This is an optimization exercise on Yosys and OpenROAD, whose aim is small area, a short achievable clock period and few clock cycles per item, not a production implementation.
The RTL was checked by simulation tests, not by an equivalence proof against the original design.

`flow/design.v`:
```
`default_nettype none
package modem_pkg;
	localparam int sample_w = 16;  
	localparam int cordic_iter = 16;  
	localparam int cordic_ext = 2;  
	localparam int fifo_depth = 16;
	localparam int dly_w = 4;  
endpackage
`default_nettype wire
`timescale 1ns/10ps
`default_nettype none
module modem_ports(
	input wire clk,
	input wire rst,
	input wire iocs,
	input wire [2:0] ioaddr,
	input wire [15:0] din,
	input wire iowr,
	input wire iord,
	input wire [31:0] fifo_head,  
	input wire fifo_empty,
	input wire fifo_full,
	output logic [15:0] dout,  
	output logic xmt,  
	output logic xmt_o,  
	output logic ptt,
	output logic fm,  
	output logic [3:0] dly,
	output logic [15:0] tx_x,  
	output logic [15:0] tx_y,  
	output logic [15:0] tx_y_nxt,  
	output logic tx_new,  
	output logic fifo_flush,
	output logic cpu_pop
);
	logic wr;
	logic rd;
	logic wr_x;
	logic wr_y;
	logic wr_cfg;
	logic wr_cmd;
	logic [15:0] din_r;  
	logic xw_r;
	logic yw_r;
	assign wr = iocs & iowr;
	assign rd = iocs & iord;
	assign wr_x = wr & (ioaddr == 3'd0);
	assign wr_y = wr & (ioaddr == 3'd1);
	assign wr_cfg = wr & (ioaddr == 3'd2);
	assign wr_cmd = wr & (ioaddr == 3'd7);
	assign fifo_flush = wr_cmd & din[1];
	assign cpu_pop = rd & (ioaddr == 3'd1) & ~xmt;
	assign tx_y_nxt = din_r + (fm ? tx_y : 16'd0);
	assign tx_new = yw_r & xmt;
	always_ff @(posedge clk)
	begin
		if (rst)
		begin
			fm <= 1'b0;
			dly <= '0;
			ptt <= 1'b0;
			tx_y <= '0;
			yw_r <= 1'b0;
		end
		else
		begin
			if (wr_cfg)
			begin
				fm <= din[0];
				dly <= din[7:4];
			end
			if (wr_cmd)
			begin
				ptt <= din[3];
			end
			yw_r <= wr_y;
			if (yw_r)
				tx_y <= tx_y_nxt;
		end
	end
	logic xmt_n;
	assign xmt = ~xmt_n;
	always_ff @(posedge clk)
	begin
		if (rst)
		begin
			xmt_o <= 1'b0;
			xmt_n <= 1'b1;
		end
		else if (wr_cmd)
		begin
			xmt_o <= din[0];
			xmt_n <= ~din[0];
		end
	end
	always_ff @(posedge clk)
	begin
		case (ioaddr)
		3'd0: dout <= fifo_head[31:16];
		3'd1: dout <= fifo_head[15:0];
		3'd2: dout <= {8'h00, dly, 3'b000, fm};
		3'd3: dout <= {fifo_empty, fifo_full, 14'h0000};
		default: dout <= '0;
		endcase
	end
	always_ff @(posedge clk)
	begin
		xw_r <= wr_x;
		if (xw_r)
			tx_x <= din_r;
		if (wr_x || wr_y)
			din_r <= din;
	end
endmodule
`default_nettype wire
`timescale 1ns/10ps
`default_nettype none
module cordic_serial(
	input wire clk,
	input wire rst,
	input wire rotate,  
	input wire load,  
	input wire [15:0] xi,  
	input wire [15:0] yi,  
	input wire [15:0] zi,  
	output logic accept,  
	output logic [15:0] xo,
	output logic [15:0] yo,  
	output logic fin  
);
	localparam int W = 18;
	localparam logic [16*16-1:0] ATAN = {16'd0, 16'd1, 16'd1, 16'd3, 16'd5, 16'd10, 16'd20, 16'd41,
		16'd81, 16'd163, 16'd326, 16'd651, 16'd1297, 16'd2555, 16'd4836, 16'd8192};
	localparam logic [9*5-1:0] ZW = {5'd1, 5'd3, 5'd5, 5'd7, 5'd9, 5'd11, 5'd13, 5'd14, 5'd16};
	logic [8:0][W-1:0] x;
	logic [8:0][W-1:0] y;
	logic [8:0][15:0] z;  
	logic [8:0] dr;  
	logic [8:0] h;  
	logic [8:0] f;  
	logic [8:0] fn;  
	logic [15:0] zacc;  
	logic v0;  
	logic v0n;  
	logic it0;  
	logic [8:0] ua;  
	logic [8:0] ua2;  
	assign accept = ~v0;
	assign fin = h[8];
	logic s0;  
	logic ny0;  
	logic [W-1:0] xa1;
	logic [W-1:0] xb1;
	logic [W-1:0] ya1;
	logic [W-1:0] yb1;
	logic xsub1;
	logic ysub1;
	logic [13:0] za1;
	logic [13:0] zb1;
	logic zsub1;
	logic [W:0] xt1;
	logic [W:0] yt1;
	logic [14:0] zt1;
	always_comb
	begin
		if (ua[1])
		begin
			xa1 = '0;
			xb1 = x[0];
			xsub1 = s0;
		end
		else
		begin
			xa1 = x[1];
			xb1 = it0 ? y[1] : {y[1][W-1], y[1][W-1:1]};
			xsub1 = dr[1];
		end
		if (ua2[1])
		begin
			ya1 = '0;
			yb1 = y[0];
			ysub1 = ny0;
			za1 = z[0][13:0];
			zb1 = ATAN[13:0];
			zsub1 = ~z[0][14];
		end
		else
		begin
			ya1 = y[1];
			yb1 = it0 ? x[1] : {x[1][W-1], x[1][W-1:1]};
			ysub1 = ~dr[1];
			za1 = z[1][13:0];
			zb1 = ATAN[29:16];
			zsub1 = dr[1];
		end
	end
	assign xt1 = {xa1, 1'b1} + {xb1 ^ {W{xsub1}}, xsub1};
	assign yt1 = {ya1, 1'b1} + {yb1 ^ {W{ysub1}}, ysub1};
	assign zt1 = {za1, 1'b1} + {zb1 ^ {14{zsub1}}, zsub1};
	always_ff @(posedge clk)
	begin
		x[1] <= xt1[W:1];
		y[1] <= yt1[W:1];
		z[1] <= {{2{zt1[14]}}, zt1[14:1]};
		dr[1] <= rotate ? ~zt1[14] : yt1[W];
	end
	for (genvar s = 2; s < 9; s++)
	begin : g_unit
		localparam int WI = ZW[5*(s-1) +: 5];  
		localparam int WO = ZW[5*s +: 5];  
		localparam int I = 2*s-2;
		wire d = ua[s] ? dr[s-1] : dr[s];
		wire signed [W-1:0] xp = x[s-1];
		wire signed [W-1:0] yp = y[s-1];
		wire signed [W-1:0] xq = x[s];
		wire signed [W-1:0] yq = y[s];
		wire [W-1:0] xa = ua[s] ? x[s-1] : x[s];
		wire [W-1:0] ya = ua2[s] ? y[s-1] : y[s];
		wire [W-1:0] ys = ua[s] ? yp >>> I : yq >>> (I+1);
		wire [W-1:0] xs = ua2[s] ? xp >>> I : xq >>> (I+1);
		wire [WI-1:0] za = ua[s] ? z[s-1][WI-1:0] : {{(WI-WO){z[s][WO-1]}}, z[s][WO-1:0]};
		wire [WI-1:0] a = ua[s] ? ATAN[16*I +: WI] : ATAN[16*(I+1) +: WI];
		wire [W:0] xt = {xa, 1'b1} + {ys ^ {W{d}}, d};
		wire [W:0] yt = {ya, 1'b1} + {xs ^ {W{~d}}, ~d};
		wire [WI:0] zt = {za, 1'b1} + {a ^ {WI{d}}, d};
		always_ff @(posedge clk)
		begin
			x[s] <= xt[W:1];
			y[s] <= yt[W:1];
			z[s] <= {{(16-WI){zt[WI]}}, zt[WI:1]};
			dr[s] <= rotate ? ~zt[WO] : yt[W];  
		end
	end
	logic [15:0] za;
	logic zd;
	always_comb
	begin
		za = '0;
		zd = 1'b0;
		if (h[1])
		begin
			za = za | (it0 ? ATAN[15:0] : ATAN[31:16]);
			zd = zd | dr[1];
		end
		for (int s = 2; s < 9; s++)
		begin
			if (f[s-1])
			begin
				za = za | ATAN[16*(2*s-2) +: 16];
				zd = zd | dr[s-1];
			end
			if (h[s])
			begin
				za = za | ATAN[16*(2*s-1) +: 16];
				zd = zd | dr[s];
			end
		end
	end
	logic [16:0] zat;
	assign zat = {zacc, 1'b1} + {za ^ {16{zd}}, zd};
	always_comb
	begin
		ua[0] = 1'b0;
		ua2[0] = 1'b0;
		ua[1] = v0;
		ua2[1] = ~v0n;
		for (int s = 2; s < 9; s++)
		begin
			ua[s] = f[s-1];
			ua2[s] = ~fn[s-1];
		end
	end
	always_ff @(posedge clk)
	begin
		if (rst)
		begin
			v0 <= 1'b0;
			v0n <= 1'b1;
			it0 <= 1'b0;
			h <= '0;
			f <= '0;
			fn <= '1;
		end
		else
		begin
			v0 <= ~v0 & load;
			v0n <= ~(~v0 & load);
			it0 <= v0 & ~rotate;
			h[1] <= v0 | it0;
			f[1] <= h[1] & ~it0;
			fn[1] <= ~(h[1] & ~it0);
			for (int s = 2; s < 9; s++)
			begin
				h[s] <= f[s-1];
				f[s] <= h[s];
				fn[s] <= ~h[s];
			end
		end
	end
	always_ff @(posedge clk)
	begin
		x[0] <= {{2{xi[15]}}, xi};
		y[0] <= {{2{yi[15]}}, yi};
		z[0] <= zi;
		dr[0] <= 1'b0;
		s0 <= rotate ? (zi[15] ^ zi[14]) : xi[15];
		ny0 <= rotate ? zi[15] : xi[15];
		if (v0)
			zacc <= {x[0][15], 15'd0};  
		else
			zacc <= zat[16:1];
		if (h[8])
		begin
			xo <= g_unit[8].xt[W:3];
			yo <= rotate ? g_unit[8].yt[W:3] : zacc;  
		end
	end
endmodule
`default_nettype wire
`timescale 1ns/10ps
`default_nettype none
module fm_discrim(
	input wire clk,
	input wire rst,
	input wire [15:0] mag,  
	input wire [15:0] phs,
	input wire iv,
	input wire fm,  
	input wire [3:0] dly,  
	output logic [31:0] res,  
	output logic ov
);
	logic [15:0] ring [16];
	logic [3:0] ph;  
	logic [3:0] wp;  
	logic [3:0] rs;  
	logic [4:0] hist;  
	logic pr;  
	logic pw;  
	logic do_rd;
	logic do_wr;
	logic [15:0] p;
	assign do_rd = pr & (ph == rs);
	assign do_wr = pw & (ph == wp);
	logic pv;  
	assign p = pv ? ring[0] : 16'd0;
	logic [15:0] frq;  
	logic [15:0] mag_r;  
	assign res = {mag_r, frq};
	always_ff @(posedge clk)
	begin
		if (rst)
		begin
			ph <= '0;
			wp <= '0;
			hist <= '0;
			pr <= 1'b0;
			pw <= 1'b0;
			ov <= 1'b0;
		end
		else
		begin
			ov <= do_rd;
			ph <= ph + 1'b1;
			if (iv)
			begin
				rs <= wp - dly;
				wp <= wp + 1'b1;
				pr <= 1'b1;
				pw <= 1'b1;
			end
			else
			begin
				if (do_rd)
					pr <= 1'b0;
				if (do_wr)
					pw <= 1'b0;
			end
			if (do_rd && !hist[4])
				hist <= hist + 1'b1;
		end
	end
	always_ff @(posedge clk)
	begin
		pv <= fm && ({1'b0, dly} < hist);
		frq <= phs - p;  
		mag_r <= mag;
		for (int i = 0; i < 15; i++)
			ring[i] <= ring[i+1];
		ring[15] <= do_wr ? phs : ring[0];
	end
endmodule
`default_nettype wire
`timescale 1ns/10ps
`default_nettype none
module sample_fifo(
	input wire clk,
	input wire rst,
	input wire flush,  
	input wire we,  
	input wire wr,  
	input wire [31:0] wdata,  
	input wire rd,
	output logic [31:0] rdata,  
	output logic empty,
	output logic full
);
	logic [31:0] mem [16];
	logic [3:0] wp;
	logic [3:0] rp;
	logic [3:0] rpn;  
	logic [4:0] count;
	logic do_wr;
	logic do_rd;
	assign empty = (count == 5'd0);
	assign full = count[4];
	assign do_wr = wr & ~full;  
	assign do_rd = rd & ~empty;
	logic [31:0] mx;
	logic [31:0] my;
	assign mx = mem[rp];
	assign my = mem[~rpn];
	assign rdata = {mx[31:16], my[15:0]};
	always_ff @(posedge clk)
	begin
		if (rst || flush)
		begin
			wp <= '0;
			rp <= '0;
			rpn <= '1;
			count <= '0;
		end
		else
		begin
			if (do_wr)
				wp <= wp + 1'b1;
			if (do_rd)
			begin
				rp <= rp + 1'b1;
				rpn <= ~(rp + 1'b1);
			end
			if (do_rd)
				count <= do_wr ? count : count - 1'b1;
			else
				count <= do_wr ? count + 1'b1 : count;
		end
	end
	always_ff @(posedge clk)
	begin
		if (we && !full)
			mem[wp] <= wdata;  
	end
endmodule
`default_nettype wire
`timescale 1ns/10ps
`default_nettype none
module modem_top(
	input wire clk,
	input wire rst,
	input wire iocs,
	input wire [2:0] ioaddr,
	input wire [15:0] din,
	input wire iowr,
	input wire iord,
	input wire [15:0] rdix,  
	input wire [15:0] rdiy,  
	input wire riv,
	input wire toe,  
	output logic [15:0] dout,
	output logic [15:0] tdox,
	output logic [15:0] tdoy,
	output logic tov,
	output logic xmtout,
	output logic pttout
);
	logic xmt;
	logic xmt_o;
	logic [15:0] tx_y;
	logic tx_pend;  
	logic ptt;
	logic fm;
	logic [3:0] dly;
	logic [15:0] tx_x;
	logic [15:0] tx_y_nxt;
	logic tx_new;
	logic fifo_flush;
	logic cpu_pop;
	logic fifo_empty;
	logic fifo_full;
	logic [31:0] fifo_head;
	logic f_wr;
	logic f_we;
	logic f_rd;
	logic [31:0] f_data;
	logic c_accept;
	logic c_load;
	logic tx_load;
	logic [15:0] c_xi;
	logic [15:0] c_yi;
	logic [15:0] c_zi;
	logic [15:0] c_xo;
	logic [15:0] c_yo;
	logic c_rdy;
	logic rx_done;
	assign rx_done = c_rdy & ~xmt;  
	logic [31:0] rx_res;
	logic rx_ov;
	assign tx_load = xmt & toe & c_accept & (~fifo_empty | (tx_new & ~tx_pend));
	assign c_load = xmt ? tx_load : riv;
	assign c_xi = xmt ? (fifo_empty ? tx_x : fifo_head[31:16]) : rdix;
	assign c_yi = xmt ? c_xi : rdiy;  
	assign c_zi = (xmt & fifo_empty) ? tx_y_nxt : (xmt ? fifo_head[15:0] : 16'd0);
	assign f_rd = xmt ? (tx_load & ~fifo_empty) : cpu_pop;
	assign f_wr = xmt ? tx_pend : rx_ov;
	assign f_we = f_wr;
	assign f_data = xmt ? {tx_x, tx_y} : rx_res;
	always_ff @(posedge clk)
	begin
		if (rst)
			tx_pend <= 1'b0;
		else
			tx_pend <= tx_new & ~(tx_load & fifo_empty);
	end
	always_ff @(posedge clk)
	begin
		if (rst)
			tov <= 1'b0;
		else
			tov <= c_rdy & xmt;
	end
	modem_ports u_ports (
		.clk(clk),
		.rst(rst),
		.iocs(iocs),
		.ioaddr(ioaddr),
		.din(din),
		.iowr(iowr),
		.iord(iord),
		.fifo_head(fifo_head),
		.fifo_empty(fifo_empty),
		.fifo_full(fifo_full),
		.dout(dout),
		.xmt(xmt),
		.xmt_o(xmt_o),
		.ptt(ptt),
		.fm(fm),
		.dly(dly),
		.tx_x(tx_x),
		.tx_y(tx_y),
		.tx_y_nxt(tx_y_nxt),
		.tx_new(tx_new),
		.fifo_flush(fifo_flush),
		.cpu_pop(cpu_pop)
	);
	cordic_serial u_cordic (
		.clk(clk),
		.rst(rst),
		.rotate(xmt),
		.load(c_load),
		.xi(c_xi),
		.yi(c_yi),
		.zi(c_zi),
		.accept(c_accept),
		.xo(c_xo),
		.yo(c_yo),
		.fin(c_rdy)
	);
	fm_discrim u_discrim (
		.clk(clk),
		.rst(rst),
		.mag(tdox),
		.phs(tdoy),
		.iv(rx_done),
		.fm(fm),
		.dly(dly),
		.res(rx_res),
		.ov(rx_ov)
	);
	sample_fifo u_fifo (
		.clk(clk),
		.rst(rst),
		.flush(fifo_flush),
		.we(f_we),
		.wr(f_wr),
		.wdata(f_data),
		.rd(f_rd),
		.rdata(fifo_head),
		.empty(fifo_empty),
		.full(fifo_full)
	);
	assign tdox = c_xo;
	assign tdoy = c_yo;
	assign xmtout = xmt_o;
	assign pttout = ptt;
endmodule
`default_nettype wire
```
`flow/run.sh`:
```
#!/bin/bash
# synth_recipe.tcl (not shown) runs the flow's synth.tcl, then flattens the netlist and writes it again
# the make line also repeats each setting of config.mk as NAME=value (left out here)
make -C /OpenROAD-flow-scripts/flow DESIGN_CONFIG=/design/flow/config.mk WORK_HOME=/design/flow/orfs CLKGATE_MAP_FILE= SYNTH_SCRIPT=/design/flow/synth_recipe.tcl finish
```
`flow/config.mk`:
```
export PLATFORM = sky130hd
export DESIGN_NAME = modem_top
export DESIGN_NICKNAME = modem_top
export VERILOG_FILES = /design/flow/design.v
export SDC_FILE = /design/flow/constraint.sdc
export NUM_CORES = 4
export LEC_CHECK = 0
export CAP_MARGIN = 20
export CORE_MARGIN = 2
export CORE_UTILIZATION = 55
export CTS_CLUSTER_DIAMETER = 100
export CTS_CLUSTER_SIZE = 20
export PLACE_DENSITY = 0.68
export SETUP_SLACK_MARGIN = 3.6
export SLEW_MARGIN = 20
export TNS_END_PERCENT = 10
```
`flow/constraint.sdc`:
```
create_clock -name core_clock -period 7.0 [get_ports {clk}]
set_input_delay 1.4000 -clock core_clock [delete_from_list [all_inputs] [get_ports {clk}]]
set_output_delay 1.4000 -clock core_clock [all_outputs]
set_load 0.01 [all_outputs]
```
==> parameters.txt, run 1 <==
Parameter                              Value

Synth
  Combinational family with the most area after synthesis ... multiplexers
  Count leader, synth ... sky130_fd_sc_hd__dfxtp_1
  Net Count, Synth ... 5903
  Post-Syn Area per Cell ... approximately 12 um2
  Synth top area share ... between 20% and 30%
  Leading cell types by total area after synthesis ... sky130_fd_sc_hd__edfxtp_1 26%, sky130_fd_sc_hd__dfxtp_1 25%, sky130_fd_sc_hd__ha_1 7.3%, sky130_fd_sc_hd__mux2_2 6.1%, sky130_fd_sc_hd__xnor2_1 5.6%
  FF+latch count, synth ... about 1.4k
  Cell count after synthesis ... between 5k and 6k
  Number of library cell types mapped by synthesis ... between 80 and 90
  Fraction of the mapped netlist area in compound gates ... under 10%
  Ys async rst share ... 0%
  Cell accounting for the most synthesized area ... sky130_fd_sc_hd__edfxtp_1
  Register area share after synthesis ... about half
  Area fraction in and, or, nand and nor cells after synthesis ... 7.44%
  Area of the mapped netlist ... between 60000 and 70000 um2
  Fraction of synthesized cell area in xor and xnor cells ... 7.65%
  Most frequent cells after synthesis ... 815 x sky130_fd_sc_hd__dfxtp_1, 584 x sky130_fd_sc_hd__edfxtp_1, 427 x sky130_fd_sc_hd__xnor2_1, 389 x sky130_fd_sc_hd__ha_1, 358 x sky130_fd_sc_hd__mux2_2
  Synth Flop Type ... sky130_fd_sc_hd__dfxtp_1
  Multiplexer area fraction after synthesis ... 15.3%
  Number of synthesized flops with an enable pin ... 584
  Warnings, synthesis ... 6
  Share of synthesized cell area in full adder, half adder and majority cells ... under 10%

Critical path
  Req. time, crit path ... roughly 7600 ps
  Worst path arrival time ... just over 4000 ps
  Worst setup EP type ... flip-flop
  Maximum fanout encountered on the critical timing path ... 14
  Kind of start point of the critical path ... input pin
  Critical Setup Path Class ... in -> reg

Placed design
  Placement Setup Slack ... ~2500 ps
  Port bufs ... 108
  Final estimated routing congestion in global placement ... 0.904
  DP Wirelength ... around 120000 um

Routing
  Initial DRC count ... roughly 3.5k
  Number of detailed-routing iterations run before antenna repair ... 5
  Number of design rule violations left after detail routing ... 0
  Total wire length ... between 150000 and 200000 um
  Via total after detailed routing ... around 43k
  Wirelength per Cell ... 23.6 um
  Number of antenna-violating nets in the routed design ... 0
  Vias per inst ... around 5.9

CTS
  Clock-pin slew reported for the worst setup and hold paths after clock tree synthesis ... roughly 90 ps
  H-Tree Level Count ... 3
  Max Root-Sink Buffers ... 3
  Clock latency on the worst-skew pair ... just over 700 ps
  Number of buffers created by CTS ... just over 80
  Library cell used as clock root buffer ... sky130_fd_sc_hd__clkbuf_16
  Quantity of hold-fixing buffers added after cts ... 0
  CTS tree ... built
  CTS Sinks ... roughly 1.4k

Floorplanning
  Area enclosed by the die boundary ... 123000 um2
  Initial core utilization ... a little under three fifths
  DIE WIDTH ... 351 um
  Number of top-level design ports ... between 100 and 150
  Vertical die dimension ... around 350 um
  Std-Cell Rows ... ~130
  Placeable core area ... 120000 um2

GRT
  Wire length of the first global-routing pass ... between 200000 and 300000 um
  Global-route congestion overflow total ... 0
  Gr usage total ... 27.5%
  Vias in the first global route ... between 40k and 50k
  Number of antenna violations at the first check in global routing ... 11
  Pin count of the biggest net entering global routing ... 68

STA
  Endpoints failing hold ... 0
  Minimum hold slack ... around 310 ps
  Worst max-slew margin expressed relative to the limit ... 21.7%
  Highest attainable clock frequency ... 281 MHz
  Sum of negative setup slack ... 0 ps
  Final critical path time including I/O delays and setup ... roughly 3600 ps
  Setup Skew ... approximately 47 ps
  Portion of the clock cycle consumed by the worst path in the final layout ... roughly half
  Least-Margin Pin Slew ... 1170 ps
  Max Transition Viols Final ... 0
  Worst Slack Setup Final ... around 3400 ps
  Setup repair after global routing missed its margin ... yes
  Final setup fails ... 0

Cells and area
  Final Util ... between 60% and 70%
  Share of cells above drive strength 1 ... between 10% and 20%
  Net count reported at finish ... between 6k and 7k
  Signed area change from the synthesized netlist to the final layout ... 12.0%

Job
  Number of max-cap violations ... 0

Status
  Result of the run ... timing/DRC/antenna clean

Hold path
  Class of the worst hold path ... reg -> reg
-- path summary, 6_finish.rpt --
path / slack, ps / endpoint / startpoint / cells past startpoint
max reg2reg: 3440 / u_cordic.x[7]$_DFF_P_ / flip-flop / 6
min: 310 / u_discrim.ring[10][9]$_DFF_P_ / u_discrim.ring[11][9]$_DFF_P_ / 0
min reg2reg: 310 / u_discrim.ring[10][9]$_DFF_P_ / u_discrim.ring[11][9]$_DFF_P_ / 0
max: 3440 / u_fifo.count[4]$_SDFFE_PP0P_ / toe / 11
-- metrics by stage --
step | instance area, um2 | cells
3_3_place_gp | 69300 | 7050
3_5_place_dp | 69400 | 7050
6_report | 74200 | 7312
5_1_grt | 74200 | 7307
2_1_floorplan | 66400 | 5452
4_1_cts | 73100 | 7241
-- flip-flops by register name, indices dropped and copies added (netlist names), 5 cells and up, named ones only --
register and flops:
u_ports.din_r 16, u_cordic.f 7, u_cordic.dr 8, u_cordic.z 74, u_cordic.xo 16, u_discrim.mag_r 16, u_cordic.fn 7, u_fifo.mem 512
u_discrim.hist 5, u_ports.tx_x 16, u_ports.dout 16, u_cordic.yo 16, u_discrim.ring 256, u_fifo.count 5, u_ports.tx_y 16, u_cordic.y 160
u_discrim.frq 16, u_cordic.zacc 16, u_cordic.h 8, u_cordic.x 160
-- cell type report --
cell class                      count  area (um2)
Antenna cell                        5        12.5
Clock buffer                      121        2210
Clock inverter                     10         130
Fill cell                        9277       45400
Inverter                          153         611
Multi-Input combinational cell   3721       32200
Sequential cell                  1399       33900
Tap cell                         1612        2020
Timing Repair Buffer              291        3050
-- worst max-delay path, cell delays in order --
cell and delay [ps]:
sky130_fd_sc_hd__clkdlybuf4s50_1 690, sky130_fd_sc_hd__nand2b_1 270, sky130_fd_sc_hd__o22ai_1 260, sky130_fd_sc_hd__nand2_2 230, sky130_fd_sc_hd__inv_2 210, sky130_fd_sc_hd__ha_1 290
sky130_fd_sc_hd__a21o_1 180, sky130_fd_sc_hd__a21oi_1 180, sky130_fd_sc_hd__mux2i_1 240, sky130_fd_sc_hd__xnor2_1 140, sky130_fd_sc_hd__nor2_1 50
-- cell families (layout without fill, tap and decap cells) --
group,count (synthesis),after routing
buffers and inverters,334,575
xor gates and xnor gates,579,579
DFF,1399,1399
muxes,768,770
adders and majority gates,393,393
AOI/OAI and AO/OA,943,943
and+or+nand+nor,1036,1036
other,0,5
-- layer usage --
layer / up-vias / global-route usage (%) / part of all wire [%]
li1: 20300 / - / -
met3: 275 / 3.53 / 6.1
met2: 1352 / 45.0 / 47
met4: 2 / 9.00 / 3.4
met5: - / 0 / 0.0087
met1: 21200 / 38.2 / 44
-- cells in the final DEF (no fill, tap or decap), types with 107 or more instances in the layout --
master | Yosys | final
sky130_fd_sc_hd__ha_1 | 389 | 383
sky130_fd_sc_hd__mux2_2 | 358 | 358
sky130_fd_sc_hd__nor2_1 | 342 | 329
sky130_fd_sc_hd__inv_1 | 149 | 147
sky130_fd_sc_hd__xor2_1 | 152 | 150
sky130_fd_sc_hd__a21oi_1 | 308 | 296
sky130_fd_sc_hd__dfxtp_1 | 815 | 785
sky130_fd_sc_hd__mux2i_1 | 247 | 230
sky130_fd_sc_hd__o21ai_0 | 166 | 151
sky130_fd_sc_hd__mux4_2 | 160 | 160
sky130_fd_sc_hd__nand2_1 | 239 | 237
sky130_fd_sc_hd__xnor2_1 | 427 | 416
sky130_fd_sc_hd__buf_4 | 0 | 133
sky130_fd_sc_hd__a21o_1 | 125 | 125
sky130_fd_sc_hd__clkdlybuf4s50_1 | 0 | 107
sky130_fd_sc_hd__edfxtp_1 | 584 | 584
-- timing repair --
item / 4_1_cts / 5_1_grt
buffers inserted: 49 / 60
setup endpoints to repair: 278 / 237
resized for setup: 144 / 119
pin swaps: 24 / 37
cloned: 11 / 6
Testbench counts, summed over its fixed seeds: cycles 1,160, items 512.
==> run 2, diff against run 1 <==
--- a/flow/design.v
+++ b/flow/design.v
@@ -147,2 +147,5 @@
 	logic [8:0] ua2;  
+	logic [8:0] hn;  
+	logic [8:0] ub;  
+	logic [8:0] ub2;  
 	assign accept = ~v0;
@@ -218,6 +221,6 @@
 		wire [W-1:0] ya = ua2[s] ? y[s-1] : y[s];
-		wire [W-1:0] ys = ua[s] ? yp >>> I : yq >>> (I+1);
-		wire [W-1:0] xs = ua2[s] ? xp >>> I : xq >>> (I+1);
-		wire [WI-1:0] za = ua[s] ? z[s-1][WI-1:0] : {{(WI-WO){z[s][WO-1]}}, z[s][WO-1:0]};
-		wire [WI-1:0] a = ua[s] ? ATAN[16*I +: WI] : ATAN[16*(I+1) +: WI];
+		wire [W-1:0] ys = ub[s] ? yq >>> (I+1) : yp >>> I;
+		wire [W-1:0] xs = ub2[s] ? xq >>> (I+1) : xp >>> I;
+		wire [WI-1:0] za = ub[s] ? {{(WI-WO){z[s][WO-1]}}, z[s][WO-1:0]} : z[s-1][WI-1:0];
+		wire [WI-1:0] a = ub[s] ? ATAN[16*(I+1) +: WI] : ATAN[16*I +: WI];
 		wire [W:0] xt = {xa, 1'b1} + {ys ^ {W{d}}, d};
@@ -264,2 +267,4 @@
 		ua2[0] = 1'b0;
+		ub = '0;
+		ub2 = '0;
 		ua[1] = v0;
@@ -270,2 +275,4 @@
 			ua2[s] = ~fn[s-1];
+			ub[s] = h[s];
+			ub2[s] = ~hn[s];
 		end
@@ -280,2 +287,3 @@
 			h <= '0;
+			hn <= '1;
 			f <= '0;
@@ -289,2 +297,3 @@
 			h[1] <= v0 | it0;
+			hn[1] <= ~(v0 | it0);
 			f[1] <= h[1] & ~it0;
@@ -294,2 +303,3 @@
 				h[s] <= f[s-1];
+				hn[s] <= ~f[s-1];
 				f[s] <= h[s];
@@ -512,4 +522,4 @@
 	assign c_zi = (xmt & fifo_empty) ? tx_y_nxt : (xmt ? fifo_head[15:0] : 16'd0);
-	assign f_rd = xmt ? (tx_load & ~fifo_empty) : cpu_pop;
-	assign f_wr = xmt ? tx_pend : rx_ov;
+	assign f_rd = (tx_load & ~fifo_empty) | cpu_pop;
+	assign f_wr = tx_pend | rx_ov;
 	assign f_we = f_wr;
--- a/flow/config.mk
+++ b/flow/config.mk
@@ -9,7 +9,7 @@
 export CORE_MARGIN = 2
-export CORE_UTILIZATION = 55
-export CTS_CLUSTER_DIAMETER = 100
-export CTS_CLUSTER_SIZE = 20
-export PLACE_DENSITY = 0.68
-export SETUP_SLACK_MARGIN = 3.6
+export CORE_UTILIZATION = 62
+export CTS_CLUSTER_DIAMETER = 110
+export CTS_CLUSTER_SIZE = 24
+export PLACE_DENSITY = 0.72
+export SETUP_SLACK_MARGIN = 3.8
 export SLEW_MARGIN = 20
==> parameters.txt, run 2 <==
Parameter                              Value

Status
  Result of the run ... timing/DRC/antenna clean

Routing
  Number of design rule violations left after detail routing ... 0 (unchanged)
  Wirelength per Cell ... 24.2 um (+2.6%)
  Number of detailed-routing iterations run before antenna repair ... 7 (+2)
  Via total after detailed routing ... 44.4k (+2.8%)
  Initial DRC count ... 4279 (+23%)
  Total wire length ... 175000 um (+1.6%)
  Vias per inst ... 6.13 (+3.8%)
  Number of antenna-violating nets in the routed design ... 0 (unchanged)

Synth
  Synth top area share ... 26.3% (-0.18 points)
  Number of library cell types mapped by synthesis ... 82 (-1.2%)
  Count leader, synth ... sky130_fd_sc_hd__dfxtp_1
  Cell accounting for the most synthesized area ... sky130_fd_sc_hd__edfxtp_1
  Ys async rst share ... 0% (unchanged)
  Register area share after synthesis ... 50.9% (-0.14 points)
  Area of the mapped netlist ... 66700 um2 (+0.70%)
  Number of synthesized flops with an enable pin ... 584 (unchanged)
  Cell count after synthesis ... 5549 (+1.8%)
  Warnings, synthesis ... 6 (unchanged)
  FF+latch count, synth ... 1406 (+0.50%)
  Leading cell types by total area after synthesis ... sky130_fd_sc_hd__edfxtp_1 26%, sky130_fd_sc_hd__dfxtp_1 25%, sky130_fd_sc_hd__ha_1 7.3%, sky130_fd_sc_hd__xnor2_1 6.1%, sky130_fd_sc_hd__mux2_2 6.0%
  Most frequent cells after synthesis ... 822 x sky130_fd_sc_hd__dfxtp_1, 584 x sky130_fd_sc_hd__edfxtp_1, 468 x sky130_fd_sc_hd__xnor2_1, 389 x sky130_fd_sc_hd__ha_1, 356 x sky130_fd_sc_hd__nor2_1
  Post-Syn Area per Cell ... 12.0 um2 (-1.1%)
  Net Count, Synth ... 6000 (+1.6%)
  Synth Flop Type ... sky130_fd_sc_hd__dfxtp_1

Placed design
  DP Wirelength ... 119000 um (about the same)
  Placement Setup Slack ... 2180 ps (-348 ps)
  Placed Instance Area ... 69500 um2 (+0.26%)
  Port bufs ... 108 (unchanged)
  Placed insts ... 6931 (-1.7%)
  Final estimated routing congestion in global placement ... 0.953 (+5.4%)

Critical path
  Kind of start point of the critical path ... flip-flop
  Worst setup EP type ... flip-flop
  Req. time, crit path ... 7560 ps (about the same)
  Worst path arrival time ... 4140 ps (about the same)
  Critical Setup Path Class ... reg -> reg
  Maximum fanout encountered on the critical timing path ... 6 (-8)

CTS
  H-Tree Level Count ... 3 (unchanged)
  Number of buffers created by CTS ... 68 (-16%)
  Clock-pin slew reported for the worst setup and hold paths after clock tree synthesis ... 100 ps (about the same)
  Max Root-Sink Buffers ... 3 (unchanged)
  CTS tree ... built
  CTS Sinks ... 1406 (+0.50%)
  Clock latency on the worst-skew pair ... 690 ps (-20 ps)
  Library cell used as clock root buffer ... sky130_fd_sc_hd__clkbuf_16

Cells and area
  Most common cell after layout, fill and taps aside ... sky130_fd_sc_hd__dfxtp_1
  Most frequent cells in the layout ... 788 x sky130_fd_sc_hd__dfxtp_1, 584 x sky130_fd_sc_hd__edfxtp_1, 442 x sky130_fd_sc_hd__xnor2_1, 361 x sky130_fd_sc_hd__ha_1, 350 x sky130_fd_sc_hd__mux2_2
  Final Instance Count excl. Fillers ... 7240 (-0.98%)
  Storage cell area ... 34100 um2 (+0.44%)
  Largest registers ... u_fifo.mem: 512 flops, u_discrim.ring: 256 flops
  Signed area change from the synthesized netlist to the final layout ... 12.3%
  Final Util ... 70.1% (+8.1 points)
  Footprint of the multi-input gates ... 32900 um2 (+2.0%)
  Net count reported at finish ... 6254 (+2.6%)
  Count of filler cells inserted in the layout ... 7668 (-17%)
  Number of flip-flops in the largest register ... 512 (unchanged)
  Top register by number of flip-flops ... u_fifo.mem
  Total non-filler cell area in the finished layout ... 75000 um2 (+1.0%)
  Share of cells above drive strength 1 ... 19.9% (+2.2 points)

GRT
  Gr usage total ... 30.7% (+3.2 points)
  Wire length of the first global-routing pass ... 258000 um (+0.97%)
  Vias in the first global route ... 41.9k (+1.3%)
  Global-route congestion overflow total ... 0 (unchanged)
  Number of antenna violations at the first check in global routing ... 6 (-5)
  Pin count of the biggest net entering global routing ... 63 (-7.4%)

Floorplanning
  Std-Cell Rows ... 120 (-5.5%)
  Area enclosed by the die boundary ... 110000 um2 (-11%)
  Number of top-level design ports ... 109 (unchanged)
  Placeable core area ... 107000 um2 (-11%)
  Initial core utilization ... 62.4% (+7.0 points)
  DIE WIDTH ... 332 um (-5.4%)
  Vertical die dimension ... 332 um (-5.4%)

STA
  Max Transition Viols Final ... 0 (unchanged)
  Setup repair after global routing missed its margin ... yes
  Sum of negative setup slack ... 0 ps (unchanged)
  Highest attainable clock frequency ... 279 MHz (-0.62%)
  Final setup fails ... 0 (unchanged)
  Setup Skew ... 31.7 ps (-15.1 ps)
  Endpoints failing hold ... 0 (unchanged)
  Worst Slack Setup Final ... 3420 ps (-22.3 ps)
  Worst max-slew margin expressed relative to the limit ... 24.1% (+2.3 points)
  Portion of the clock cycle consumed by the worst path in the final layout ... 51.2% (+0.32 points)
  Minimum hold slack ... 322 ps (+14.0 ps)
  Least-Margin Pin Slew ... 1140 ps (-31.7 ps)
  Final critical path time including I/O delays and setup ... 3580 ps (+22.3 ps)

Hold path
  Class of the worst hold path ... reg -> reg

Job
  Number of max-cap violations ... 0 (unchanged)
[run 2: changes by cell type in the layout (fill, tap and decap cells not counted), sizes merged, moves of 13 or more]
| cell | before | now |
|---|---|---|
| a21o | 125 | 85 |
| a21oi | 308 | 331 |
| and2 | 69 | 54 |
| and3 | 35 | 48 |
| buf | 171 | 254 |
| clkbuf | 126 | 102 |
| inv | 153 | 190 |
| nand2 | 239 | 252 |
| nor2 | 343 | 356 |
| o21ai | 170 | 202 |
| xnor2 | 427 | 468 |
| xor2 | 152 | 102 |
[run 2: cell type report]
type                       count  area share [%]
inverter                     188            1.01
clock inverter                 5          0.0885
multi-input combinational   3768            43.9
timing repair buffer         369            4.72
tap                         1403            2.34
timing repair inverter         2          0.0200
antenna                        1         0.00334
clock buffer                  98            2.49
sequential                  1406            45.5
[run 2: repair_timing]
action,in CTS,in global routing
gates resized for setup,160,213
setup buffers,97,95
pin swaps,46,91
cloned,9,4
setup endpoints to repair,320,230
hold buffers,0,0
[run 2: critical path, cell delays in order (launching register included)]
cell and delay, ps:
sky130_fd_sc_hd__dfxtp_4 360, sky130_fd_sc_hd__buf_12 130, sky130_fd_sc_hd__o21ai_4 200, sky130_fd_sc_hd__nand4_1 210, sky130_fd_sc_hd__nor2_4 270, sky130_fd_sc_hd__inv_8 80
sky130_fd_sc_hd__xnor2_2 150, sky130_fd_sc_hd__ha_1 330, sky130_fd_sc_hd__o21a_1 140, sky130_fd_sc_hd__o21a_1 210, sky130_fd_sc_hd__and3_1 150, sky130_fd_sc_hd__a211o_1 310
sky130_fd_sc_hd__a211o_1 320, sky130_fd_sc_hd__a2111oi_4 350, sky130_fd_sc_hd__nor4_1 80, sky130_fd_sc_hd__nand3b_1 160
[run 2: cell families (layout without fill, tap and decap cells)]
group,Yosys count,in the layout,share of synthesized area [%]
flops,1406,1406,50.9
simple gates,1066,1066,7.51
compound gates,971,971,9.28
mux,765,768,15.2
xor+xnor,570,570,7.48
fa+ha+maj,393,393,7.41
buf+inv,378,662,2.17
other cells,0,1,0
[run 2: metal layers]
layer	track usage, %	share of wire (%)	wire [um]	up-vias
met2	48.6	46	80400	1605
met4	6.82	2.3	4100	0
met3	5.31	8.0	14000	214
li1	-	-	-	20700
met1	44.4	44	76700	21800
met5	0	0	0	-
[run 2: final timing paths]
path / startpoint / endpoint / slack, ps / cells after the start
setup / recovery: u_cordic.f[2]$_SDFF_PP0_ / u_cordic.zacc[15]$_DFF_P_ / 3420 / 15
hold / removal: u_discrim.ring[14][3]$_DFF_P_ / u_discrim.ring[13][3]$_DFF_P_ / 320 / 0
setup reg to reg: u_cordic.f[2]$_SDFF_PP0_ / u_cordic.zacc[15]$_DFF_P_ / 3420 / 15
hold reg to reg: u_discrim.ring[14][3]$_DFF_P_ / u_discrim.ring[13][3]$_DFF_P_ / 320 / 0
Testbench counts of run 2, summed over its fixed seeds: cycles 1,160, items 512.
==> run 3, diff against run 2 <==
--- a/flow/config.mk
+++ b/flow/config.mk
@@ -13,3 +13,3 @@
 export PLACE_DENSITY = 0.72
-export SETUP_SLACK_MARGIN = 3.8
+export SETUP_SLACK_MARGIN = 3.5
 export SLEW_MARGIN = 20
==> parameters.txt, run 3 <==
Parameter                              Value

Floorplanning
  Area enclosed by the die boundary ... 110000 um2 (unchanged)
  Placeable core area ... 107000 um2 (unchanged)
  DIE WIDTH ... 332 um (unchanged)
  Initial core utilization ... 62.4% (unchanged)
  Vertical die dimension ... 332 um (unchanged)
  Std-Cell Rows ... 120 (unchanged)
  Number of top-level design ports ... 109 (unchanged)

Synth
  Leading cell types by total area after synthesis ... sky130_fd_sc_hd__edfxtp_1 26%, sky130_fd_sc_hd__dfxtp_1 25%, sky130_fd_sc_hd__ha_1 7.3%, sky130_fd_sc_hd__xnor2_1 6.1%, sky130_fd_sc_hd__mux2_2 6.0%
  Cell count after synthesis ... 5549 (unchanged)
  Area of the mapped netlist ... 66700 um2 (unchanged)
  Net Count, Synth ... 6000 (unchanged)
  Most frequent cells after synthesis ... 822 x sky130_fd_sc_hd__dfxtp_1, 584 x sky130_fd_sc_hd__edfxtp_1, 468 x sky130_fd_sc_hd__xnor2_1, 389 x sky130_fd_sc_hd__ha_1, 356 x sky130_fd_sc_hd__nor2_1
  Post-Syn Area per Cell ... 12.0 um2 (unchanged)
  Synth top area share ... 26.3% (unchanged)
  Ys async rst share ... 0% (unchanged)
  Count leader, synth ... sky130_fd_sc_hd__dfxtp_1
  Number of library cell types mapped by synthesis ... 82 (unchanged)
  Synth Flop Type ... sky130_fd_sc_hd__dfxtp_1
  Warnings, synthesis ... 6 (unchanged)
  Register area share after synthesis ... 50.9% (unchanged)
  FF+latch count, synth ... 1406 (unchanged)
  Cell accounting for the most synthesized area ... sky130_fd_sc_hd__edfxtp_1
  Number of synthesized flops with an enable pin ... 584 (unchanged)

CTS
  Max Root-Sink Buffers ... 3 (unchanged)
  Quantity of hold-fixing buffers added after cts ... 0 (unchanged)
  CTS tree ... built
  CTS Sinks ... 1406 (unchanged)
  H-Tree Level Count ... 3 (unchanged)
  Number of buffers created by CTS ... 68 (unchanged)
  Clock latency on the worst-skew pair ... 690 ps (about the same)
  Clock-pin slew reported for the worst setup and hold paths after clock tree synthesis ... 100 ps (about the same)
  Library cell used as clock root buffer ... sky130_fd_sc_hd__clkbuf_16

GRT
  Number of antenna violations at the first check in global routing ... 6 (unchanged)
  Gr usage total ... 30.7% (+0.036 points)
  Pin count of the biggest net entering global routing ... 66 (+4.8%)
  Vias in the first global route ... 42.0k (+0.17%)
  Global-route congestion overflow total ... 0 (unchanged)
  Wire length of the first global-routing pass ... 257000 um (-0.16%)

Hold path
  Class of the worst hold path ... reg -> reg
  Worst hold stages ... 0 (unchanged)

Critical path
  Dominant cell type by count on the critical path ... sky130_fd_sc_hd__xnor2_1
  Worst path arrival time ... 4150 ps (about the same)
  Worst setup EP type ... flip-flop
  Standard cell with the maximum stage delay on the critical path ... sky130_fd_sc_hd__or4_1
  Maximum fanout encountered on the critical timing path ... 23 (+17)
  Reg-to-reg critical path startpoint ... u_cordic.f[6]$_SDFF_PP0_
  Critical path cell sequence ... buf_12 -> mux2_4 -> buf_4 -> xnor2_1 -> ha_1 -> or4_1 -> o221a_1 -> o41a_1 -> a221o_1 -> o41ai_2 -> xnor2_1
  Worst reg-to-reg path cell count ... 11 (-4)
  Worst setup path startpoint ... u_cordic.f[6]$_SDFF_PP0_
  Worst reg2reg setup slack ... 3430 ps (about the same)
  Critical path's largest stage delay ... 550 ps (+190 ps)
  R2r endpoint ... u_cordic.x[143]$_DFF_P_
  Kind of start point of the critical path ... flip-flop
  Termination of the worst setup path ... u_cordic.x[143]$_DFF_P_
  Req. time, crit path ... 7570 ps (about the same)
  Critical Setup Path Class ... reg -> reg

Routing
  Wirelength per Cell ... 24.2 um (+0.22%)
  Total wire length ... 173000 um (-1.1%)
  Vias per inst ... 6.16 (+0.50%)
  Number of design rule violations left after detail routing ... 0 (unchanged)
  Number of antenna-violating nets in the routed design ... 0 (unchanged)
  Via total after detailed routing ... 44.0k (-0.81%)
  Initial DRC count ... 3968 (-7.3%)
  Number of detailed-routing iterations run before antenna repair ... 5 (-2)

Cells and area
  Share of cells above drive strength 1 ... 16.2% (-3.7 points)
  Largest registers ... u_fifo.mem: 512 flops, u_discrim.ring: 256 flops
  Signed area change from the synthesized netlist to the final layout ... 9.64%
  Number of flip-flops in the largest register ... 512 (unchanged)
  Most common cell after layout, fill and taps aside ... sky130_fd_sc_hd__dfxtp_1
  Count of filler cells inserted in the layout ... 7741 (+0.95%)
  Total non-filler cell area in the finished layout ... 73200 um2 (-2.4%)
  Most frequent cells in the layout ... 793 x sky130_fd_sc_hd__dfxtp_1, 584 x sky130_fd_sc_hd__edfxtp_1, 462 x sky130_fd_sc_hd__xnor2_1, 387 x sky130_fd_sc_hd__ha_1, 352 x sky130_fd_sc_hd__mux2_2
  Footprint of the multi-input gates ... 32000 um2 (-2.8%)
  Storage cell area ... 34100 um2 (about the same)
  Top register by number of flip-flops ... u_fifo.mem
  Net count reported at finish ... 6149 (-1.7%)

Placed design
  Final estimated routing congestion in global placement ... 0.941 (-1.3%)
  DP Wirelength ... 120000 um (+0.62%)
  Port bufs ... 108 (unchanged)
  Placed Instance Area ... 69500 um2 (about the same)

STA
  Sum of negative setup slack ... 0 ps (unchanged)
  Setup repair after global routing missed its margin ... yes
  Max Transition Viols Final ... 0 (unchanged)
  Final setup fails ... 0 (unchanged)
  Highest attainable clock frequency ... 280 MHz (+0.29%)
  Least-Margin Pin Slew ... 1140 ps (+6.52 ps)
  Setup Skew ... 35.5 ps (+3.81 ps)
  Final critical path time including I/O delays and setup ... 3570 ps (-10.5 ps)
  Portion of the clock cycle consumed by the worst path in the final layout ... 51.0% (-0.15 points)
  Worst max-slew margin expressed relative to the limit ... 23.2% (-0.87 points)
  Endpoints failing hold ... 0 (unchanged)

Job
  Number of max-cap violations ... 0 (unchanged)

Status
  Result of the run ... timing/DRC/antenna clean
==> run 3: cell counts after synthesis <==
Identical to the previous run, type by type.
==> run 3: metal layers <==
layer	routed length (um)	track usage, %	vias up
li1	-	-	20600
met1	76100	44.4	21600
met2	77100	47.5	1634
met3	14000	5.11	282
met4	5970	9.67	8
met5	64	0	-
==> run 3: worst min path at each step <==
stage                                        start                        endpoint  slack, ps
global placement    u_discrim.ring[11][15]$_DFF_P_  u_discrim.ring[10][15]$_DFF_P_        310
global route         u_discrim.ring[10][2]$_DFF_P_    u_discrim.ring[9][2]$_DFF_P_        320
floorplan             u_discrim.ring[1][0]$_DFF_P_    u_discrim.ring[0][0]$_DFF_P_        310
CTS                  u_discrim.ring[15][5]$_DFF_P_   u_discrim.ring[14][5]$_DFF_P_        320
finish               u_discrim.ring[15][5]$_DFF_P_   u_discrim.ring[14][5]$_DFF_P_        310
detailed placement  u_discrim.ring[12][10]$_DFF_P_  u_discrim.ring[11][10]$_DFF_P_        310
==> run 3: area by class of cell <==
cell class | count | share of cell area, %
clock buffers | 105 | 2.54
well taps | 1403 | 2.40
repair inverters | 1 | 0.0120
inverters | 188 | 1.03
clock inverters | 8 | 0.224
diodes | 2 | 0.00684
flip-flops and latches | 1406 | 46.6
repair buffers | 265 | 3.56
multi-input cells | 3768 | 43.7
==> run 3: logic make-up (layout without fill, tap and decap cells) <==
group	Yosys count	after routing	synth area share, %
flops	1406	1406	50.9
simple gates	1066	1066	7.51
compound gates	971	971	9.28
mux	765	768	15.2
xor+xnor	570	570	7.48
fa+ha+maj	393	393	7.41
buf+inv	378	567	2.17
other cells	0	2	0
==> run 3: per-stage QoR <==
step	utilization (%)	std cells	hold WS [ps]	setup WS [ps]
global route	68.4	7144	319	3280
detailed placement	65.0	6932	312	2220
CTS	67.9	7103	317	3340
global placement	65.0	6932	310	2330
finish	68.4	7146	315	3430
floorplan	-	5549	310	3370
==> run 3: worst max-delay path: cells and delay by family (launching register included) <==
kind | cells | cell delay, ps
AO/OA/AOI/OAI | 4 | 1290
AND/OR/NAND/NOR | 1 | 550
multiplexers | 1 | 380
flip-flops | 1 | 350
buffers and inverters | 2 | 340
adder cells (fa/ha/maj) | 1 | 280
XOR/XNOR | 2 | 250
==> run 3: what timing repair did <==
item                       in CTS  in global routing
setup endpoints to repair     175                104
buffers inserted               50                 39
pin swaps                      22                 13
gates resized for setup       117                 60
cloned                          8                  2
==> run 4, diff against run 3 <==
--- a/flow/design.v
+++ b/flow/design.v
@@ -52,3 +52,3 @@
 	assign cpu_pop = rd & (ioaddr == 3'd1) & ~xmt;
-	assign tx_y_nxt = din_r + (fm ? tx_y : 16'd0);
+	assign tx_y_nxt = fm ? din_r + tx_y : din_r;
 	assign tx_new = yw_r & xmt;
@@ -261,4 +261,6 @@
 	end
+	logic [15:0] zar;
+	logic zdr;
 	logic [16:0] zat;
-	assign zat = {zacc, 1'b1} + {za ^ {16{zd}}, zd};
+	assign zat = {zacc, 1'b1} + {zar ^ {16{zdr}}, zdr};
 	always_comb
@@ -317,2 +319,4 @@
 		ny0 <= rotate ? zi[15] : xi[15];
+		zar <= za;
+		zdr <= zd;
 		if (v0)
@@ -324,3 +328,3 @@
 			xo <= g_unit[8].xt[W:3];
-			yo <= rotate ? g_unit[8].yt[W:3] : zacc;  
+			yo <= rotate ? g_unit[8].yt[W:3] : zat[16:1];  
 		end
--- a/flow/config.mk
+++ b/flow/config.mk
@@ -13,3 +13,3 @@
 export PLACE_DENSITY = 0.72
-export SETUP_SLACK_MARGIN = 3.5
+export SETUP_SLACK_MARGIN = 3.8
 export SLEW_MARGIN = 20
==> parameters.txt, run 4 <==
Parameter                              Value

Status
  Result of the run ... timing/DRC/antenna clean

Critical path
  Critical path cell sequence ... clkdlybuf4s50_1
  Standard cell with the maximum stage delay on the critical path ... sky130_fd_sc_hd__edfxtp_1
  Dominant delay contributor by cell family on the critical path ... flip-flops
  Worst setup EP type ... output pin
  Maximum fanout encountered on the critical timing path ... 3 (-87%)
  Worst reg2reg setup slack ... 3640 ps (+210 ps)
  Number of buffer and inverter stages on the critical path ... 1 (-1)
  Critical Setup Path Class ... reg -> out
  Critical path's largest stage delay ... 680 ps (+130 ps)
  Kind of start point of the critical path ... flip-flop
  Req. time, crit path ... 5600 ps (-1970 ps)
  Worst reg-to-reg path cell count ... 7 (-4)
  Worst path arrival time ... 2010 ps (-2140 ps)
  R2r endpoint ... u_ports.dout[15]$_DFF_P_

Cells and area
  Signed area change from the synthesized netlist to the final layout ... 12.2%
  Share of cells above drive strength 1 ... 19.3% (+3.1 points)
  Largest registers ... u_fifo.mem: 512 flops, u_discrim.ring: 256 flops
  Most frequent cells in the layout ... 796 x sky130_fd_sc_hd__dfxtp_1, 584 x sky130_fd_sc_hd__edfxtp_1, 419 x sky130_fd_sc_hd__xnor2_1, 367 x sky130_fd_sc_hd__ha_1, 355 x sky130_fd_sc_hd__mux2_2
  Count of filler cells inserted in the layout ... 7643 (-1.3%)
  Final Instance Count excl. Fillers ... 7222 (+1.1%)
  Number of flip-flops in the largest register ... 512 (unchanged)
  Top register by number of flip-flops ... u_fifo.mem
  Net count reported at finish ... 6229 (+1.3%)
  Most common cell after layout, fill and taps aside ... sky130_fd_sc_hd__dfxtp_1

Routing
  Total wire length ... 176000 um (+1.5%)
  Number of design rule violations left after detail routing ... 0 (unchanged)
  Initial DRC count ... 4041 (+1.8%)
  Wirelength per Cell ... 24.4 um (+0.43%)
  Number of detailed-routing iterations run before antenna repair ... 6 (+1)
  Vias per inst ... 6.13 (-0.52%)
  Number of antenna-violating nets in the routed design ... 0 (unchanged)
  Via total after detailed routing ... 44.3k (+0.54%)

CTS
  H-Tree Level Count ... 3 (unchanged)
  Clock latency on the worst-skew pair ... 700 ps (about the same)
  CTS tree ... built
  Clock-pin slew reported for the worst setup and hold paths after clock tree synthesis ... 90 ps (about the same)
  Number of buffers created by CTS ... 70 (+2.9%)
  CTS Sinks ... 1421 (+1.1%)
  Quantity of hold-fixing buffers added after cts ... 0 (unchanged)
  Max Root-Sink Buffers ... 3 (unchanged)
  Library cell used as clock root buffer ... sky130_fd_sc_hd__clkbuf_16

STA
  Setup repair after global routing missed its margin ... yes
  Portion of the clock cycle consumed by the worst path in the final layout ... 48.7% (-2.4 points)
  Least-Margin Pin Slew ... 1170 ps (+32.7 ps)
  Final critical path time including I/O delays and setup ... 3410 ps (-166 ps)
  Worst max-slew margin expressed relative to the limit ... 21.6% (-1.6 points)
  Final setup fails ... 0 (unchanged)
  Endpoints failing hold ... 0 (unchanged)
  Highest attainable clock frequency ... 294 MHz (+4.9%)
  Max Transition Viols Final ... 0 (unchanged)
  Worst Slack Setup Final ... 3590 ps (+166 ps)
  Setup Skew ... 23.2 ps (-12.3 ps)
  Sum of negative setup slack ... 0 ps (unchanged)

Synth
  Synth Flop Type ... sky130_fd_sc_hd__dfxtp_1
  Post-Syn Area per Cell ... 12.1 um2 (+0.55%)
  Cell accounting for the most synthesized area ... sky130_fd_sc_hd__edfxtp_1
  Area of the mapped netlist ... 67200 um2 (+0.64%)
  Synth top area share ... 26.1% (-0.17 points)
  Number of library cell types mapped by synthesis ... 79 (-3.7%)
  Warnings, synthesis ... 6 (unchanged)
  Ys async rst share ... 0% (unchanged)
  Cell count after synthesis ... 5554 (+0.090%)
  Leading cell types by total area after synthesis ... sky130_fd_sc_hd__edfxtp_1 26%, sky130_fd_sc_hd__dfxtp_1 25%, sky130_fd_sc_hd__ha_1 7.2%, sky130_fd_sc_hd__mux2_2 6.0%, sky130_fd_sc_hd__xnor2_1 5.9%
  Register area share after synthesis ... 51.1% (+0.12 points)
  Number of synthesized flops with an enable pin ... 584 (unchanged)
  FF+latch count, synth ... 1421 (+1.1%)
  Most frequent cells after synthesis ... 837 x sky130_fd_sc_hd__dfxtp_1, 584 x sky130_fd_sc_hd__edfxtp_1, 452 x sky130_fd_sc_hd__xnor2_1, 389 x sky130_fd_sc_hd__ha_1, 357 x sky130_fd_sc_hd__mux2_2
  Count leader, synth ... sky130_fd_sc_hd__dfxtp_1
  Net Count, Synth ... 6005 (+0.083%)

GRT
  Global-route congestion overflow total ... 0 (unchanged)
  Wire length of the first global-routing pass ... 259000 um (+0.87%)
  Gr usage total ... 30.8% (+0.070 points)
  Vias in the first global route ... 42.4k (+0.89%)
  Number of antenna violations at the first check in global routing ... 8 (+2)
  Pin count of the biggest net entering global routing ... 69 (+4.5%)

Floorplanning
  DIE WIDTH ... 333 um (+0.31%)
  Placeable core area ... 107000 um2 (+0.28%)
  Std-Cell Rows ... 120 (unchanged)
  Number of top-level design ports ... 109 (unchanged)
  Area enclosed by the die boundary ... 111000 um2 (+0.63%)
  Vertical die dimension ... 333 um (+0.31%)
  Initial core utilization ... 62.6% (+0.22 points)

Hold path
  Hold path startpoint ... u_discrim.ring[12][8]$_DFF_P_
  Worst hold stages ... 0 (unchanged)
  Terminating pin of the worst hold path ... u_discrim.ring[11][8]$_DFF_P_
  Class of the worst hold path ... reg -> reg

Placed design
  Final estimated routing congestion in global placement ... 0.934 (-0.69%)
  DP Wirelength ... 120000 um (-0.18%)
  Port bufs ... 108 (unchanged)
  Placement Setup Slack ... 2490 ps (+266 ps)
  Placed insts ... 6923 (-0.13%)

Job
  Number of max-cap violations ... 0 (unchanged)
run 4: changes by cell type after synthesis, sizes merged, moves of 17 or more:
cell,previous run,this run
a21o,85,134
nor2b,57,84
nand2,252,234
o21a,67,50
nor2,356,320
o21bai,37,57
xor2,102,142
run 4: kinds of logic (layout without fill, tap and decap cells):
family                   count (synthesis)  count (layout)  synth area share (%)
flip-flops                            1421            1421                  51.1
AND/OR/NAND/NOR                       1010            1010                  7.16
adder cells (fa/ha/maj)                393             393                  7.37
buffers and inverters                  373             634                  2.12
multiplexers                           758             759                  15.0
other                                    0               1                     0
AO/OA/AOI/OAI                         1005            1005                  9.55
XOR/XNOR                               594             596                  7.75
run 4: through the flow:
| step | hold slack [ps] | instance area (um2) | utilization [%] |
|---|---|---|---|
| after floorplan | 310 | 67400 | - |
| after global placement | 310 | 70000 | 65.3 |
| after detailed placement | 312 | 70000 | 65.3 |
| after CTS | 321 | 73600 | 68.7 |
| after global routing | 324 | 75400 | 70.3 |
| final | 325 | 75400 | 70.3 |
run 4: how the worst max path moves through the flow:
stage                                   start                      endpoint  slack, ps  cells past startpoint
finish              u_cordic.yo[14]$_DFFE_PP_                      tdoy[14]       3590                      1
global route         u_cordic.h[6]$_SDFF_PP0_       u_cordic.x[125]$_DFF_P_       3540                     12
CTS                  u_cordic.f[5]$_SDFF_PP0_        u_cordic.dr[6]$_DFF_P_       3540                     13
detailed placement                  ioaddr[1]  u_fifo.count[4]$_SDFFE_PP0P_       2490                     12
global placement                    ioaddr[1]  u_fifo.count[4]$_SDFFE_PP0P_       2570                     12
floorplan            u_cordic.f[2]$_SDFF_PP0_        u_cordic.dr[3]$_DFF_P_       3350                     13
run 4: per-layer routing:
metal	track usage, %	share of wire (%)
met1	44.4	44
met2	48.3	46
met3	4.87	7.4
met4	8.96	3.2
met5	0	0.020
run 4: cell type report:
type                    count  area (um2)  area share (%)
flip-flops and latches   1421       34400            45.6
multi-input cells        3763       32900            43.6
repair buffers            343        3500            4.64
clock buffers             101        1930            2.56
well taps                1403        1760            2.33
inverters                 179         714           0.948
clock inverters            11         168           0.222
diodes                      1        2.50         0.00332
run 4: what timing repair did:
action | CTS | global route
gates cloned | 8 | 2
setup endpoints to repair | 275 | 165
setup buffers | 87 | 89
pin swaps | 38 | 84
resized for setup | 154 | 180
Testbench counts of run 4, summed over its fixed seeds: cycles 1,160, items 512.
==> run 5, diff against run 4 <==
--- a/flow/config.mk
+++ b/flow/config.mk
@@ -13,3 +13,3 @@
 export PLACE_DENSITY = 0.72
-export SETUP_SLACK_MARGIN = 3.8
+export SETUP_SLACK_MARGIN = 3.6
 export SLEW_MARGIN = 20
==> parameters.txt, run 5 <==
Parameter                              Value

GRT
  Number of antenna violations at the first check in global routing ... 6 (-2)
  Global-route congestion overflow total ... 0 (unchanged)
  Vias in the first global route ... 41.0k (-3.2%)
  Gr usage total ... 29.7% (-1.1 points)

CTS
  CTS tree ... built
  Max Root-Sink Buffers ... 3 (unchanged)
  H-Tree Level Count ... 3 (unchanged)
  Clock-pin slew reported for the worst setup and hold paths after clock tree synthesis ... 100 ps (about the same)
  Library cell used as clock root buffer ... sky130_fd_sc_hd__clkbuf_16
  Quantity of hold-fixing buffers added after cts ... 0 (unchanged)
  Number of buffers created by CTS ... 70 (unchanged)

Cells and area
  Signed area change from the synthesized netlist to the final layout ... 9.34%
  Largest registers ... u_fifo.mem: 512 flops, u_discrim.ring: 256 flops
  Storage cell area ... 34400 um2 (about the same)
  Net count reported at finish ... 6122 (-1.7%)
  Most common cell after layout, fill and taps aside ... sky130_fd_sc_hd__dfxtp_1
  Number of flip-flops in the largest register ... 512 (unchanged)
  Count of filler cells inserted in the layout ... 7778 (+1.8%)

Floorplanning
  Vertical die dimension ... 333 um (unchanged)
  Std-Cell Rows ... 120 (unchanged)
  Initial core utilization ... 62.6% (unchanged)
  Number of top-level design ports ... 109 (unchanged)
  DIE WIDTH ... 333 um (unchanged)

STA
  Least-Margin Pin Slew ... 1020 ps (-153 ps)
  Worst Slack Setup Final ... 3530 ps (-64.9 ps)
  Final setup fails ... 0 (unchanged)
  Setup Skew ... 33.9 ps (+10.7 ps)
  Max Transition Viols Final ... 0 (unchanged)
  Setup repair after global routing missed its margin ... yes
  Endpoints failing hold ... 0 (unchanged)
  Worst max-slew margin expressed relative to the limit ... 31.9% (+10 points)
  Sum of negative setup slack ... 0 ps (unchanged)

Hold path
  Class of the worst hold path ... reg -> reg
  Worst hold stages ... 0 (unchanged)

Critical path
  Maximum fanout encountered on the critical timing path ... 23 (+20)
  Worst reg-to-reg path cell count ... 12 (+5)
  Critical path cell sequence ... clkdlybuf4s50_1 -> buf_4 -> nand4_1 -> o22ai_1 -> nand2_4 -> inv_2 -> ha_1 -> nor2b_1 -> o21ai_0 -> nand2b_1 -> nor2_1 -> mux2i_1 -> a21oi_1
  Dominant delay contributor by cell family on the critical path ... buffers and inverters
  Req. time, crit path ... 7550 ps (+1950 ps)
  Critical Setup Path Class ... in -> reg
  Total stage count of the critical path ... 13 (+12)
  Number of buffer and inverter stages on the critical path ... 3 (+2)
  Kind of start point of the critical path ... input pin

Job
  Number of max-cap violations ... 0 (unchanged)

Status
  Result of the run ... timing/DRC/antenna clean

Synth
  Area fraction in and, or, nand and nor cells after synthesis ... 7.16% (unchanged)
  Most frequent cells after synthesis ... 837 x sky130_fd_sc_hd__dfxtp_1, 584 x sky130_fd_sc_hd__edfxtp_1, 452 x sky130_fd_sc_hd__xnor2_1, 389 x sky130_fd_sc_hd__ha_1, 357 x sky130_fd_sc_hd__mux2_2
  Leading cell types by total area after synthesis ... sky130_fd_sc_hd__edfxtp_1 26%, sky130_fd_sc_hd__dfxtp_1 25%, sky130_fd_sc_hd__ha_1 7.2%, sky130_fd_sc_hd__mux2_2 6.0%, sky130_fd_sc_hd__xnor2_1 5.9%
  Number of synthesized flops with an enable pin ... 584 (unchanged)
  Count leader, synth ... sky130_fd_sc_hd__dfxtp_1
  Synth Flop Type ... sky130_fd_sc_hd__dfxtp_1
  Synth top area share ... 26.1% (unchanged)
  Cell accounting for the most synthesized area ... sky130_fd_sc_hd__edfxtp_1
  Fraction of synthesized cell area in xor and xnor cells ... 7.75% (unchanged)
  Cell count after synthesis ... 5554 (unchanged)
  Share of synthesized cell area in full adder, half adder and majority cells ... 7.37% (unchanged)
  FF+latch count, synth ... 1421 (unchanged)
  Number of library cell types mapped by synthesis ... 79 (unchanged)
  Net Count, Synth ... 6005 (unchanged)
  Area of the mapped netlist ... 67200 um2 (unchanged)

Routing
  Total wire length ... 169000 um (-4.1%)
  Vias per inst ... 6.11 (-0.39%)
  Number of detailed-routing iterations run before antenna repair ... 7 (+1)
  Initial DRC count ... 3567 (-12%)
  Number of design rule violations left after detail routing ... 0 (unchanged)

Placed design
  Port bufs ... 108 (unchanged)
  Final estimated routing congestion in global placement ... 0.933 (-0.11%)
  Placement Setup Slack ... 2490 ps (+1.01 ps)
==> run 5: cell counts after synthesis <==
Identical to the previous run, type by type.
==> run 5: final cells by class <==
| type | count | area share, % |
|---|---|---|
| multi-input combinational | 3762 | 43.9 |
| clock buffer | 98 | 2.53 |
| clock inverter | 12 | 0.211 |
| inverter | 179 | 0.952 |
| sequential | 1421 | 46.8 |
| tap | 1403 | 2.39 |
| timing repair buffer | 237 | 3.24 |
| antenna | 1 | 0.00341 |
==> run 5: worst paths after layout <==
check                                                   from  slack [ps]                           end
worst max register to register     u_cordic.hn[4]$_SDFF_PP1_        3570        u_cordic.y[87]$_DFF_P_
worst min-delay path            u_discrim.ring[6][6]$_DFF_P_         310  u_discrim.ring[5][6]$_DFF_P_
worst min register to register  u_discrim.ring[6][6]$_DFF_P_         310  u_discrim.ring[5][6]$_DFF_P_
worst max-delay path                               ioaddr[0]        3530  u_fifo.count[4]$_SDFFE_PP0P_
==> run 5: worst reg2reg max path: cells and delay by family (launching register included) <==
kind	cells	cell delay, ps
fa+ha+maj	1	370
xor+xnor	2	230
mux	1	340
compound gates	8	1720
flops	1	710
==> run 5: metrics by stage <==
stage / cell area (um2) / std cells / utilization (%) / hold slack (ps)
floorplan: 67300 / 5554 / - / 310
global placement: 70000 / 6933 / 65.3 / 310
detailed placement: 70000 / 6933 / 65.3 / 312
CTS: 72400 / 7055 / 67.5 / 323
global route: 73400 / 7112 / 68.5 / 336
finish: 73400 / 7113 / 68.5 / 314
==> run 5: per-layer routing <==
layer / part of all wire, % / vias up / track usage, %
met5: 0.0059 / - / 0
met4: 2.9 / 2 / 8.08
met3: 6.6 / 237 / 4.16
met2: 45 / 1348 / 46.1
met1: 46 / 21400 / 43.8
li1: - / 20500 / -
==> run 5: cell families after synthesis <==
family	Yosys count
simple gates	1010
xor+xnor	594
flops	1421
compound gates	1005
buf+inv	373
mux	758
fa+ha+maj	393
==> run 5: timing repair <==
item,4_1_cts,5_1_grt
buffers inserted,10,51
gates resized for setup,79,123
pin swaps,6,26
gates cloned,2,6
endpoints found under the setup margin,152,131

## static timing again, ports no longer ideal
The flow's constraints put no driver on any port. The routed layouts listed below were extracted and timed again, unchanged, in two steps. Step 1 sets driving cells, clkbuf_16 on the clock port and buf_2 on the other inputs (assumed; they add their load-dependent delay and slew). Step 2 times the ports against the registers' clock, not the clock port: input delays grow and output delays shrink by t, the midpoint of the rising clock arrivals with the driver on. a / b / c = ideal / step 1 / step 2; a / b = the first two.
| run | shift t [ns] | setup WS [ns] | worst setup path after step 2 | clock arrival spread, ns |
|---|---|---|---|---|
| run 1 | 0.755 | 3.439 / 3.443 / 2.711 | input to register | 0.054 / 0.054 |
| run 2 | 0.738 | 3.417 / 3.417 / 3.114 | input to register | 0.040 / 0.040 |
| run 3 | 0.748 | 3.427 / 3.427 / 2.804 | input to register | 0.044 / 0.045 |
| run 4 | 0.752 | 3.593 / 3.526 / 3.069 | input to register | 0.027 / 0.027 |
| run 5 | 0.745 | 3.528 / 3.492 / 2.824 | input to register | 0.040 / 0.040 |
After both steps setup and hold are still met in every run listed. For run 1, which loses most, drivers alone change the setup slack by +0.004 ns; drivers and shift together by -0.728 ns.
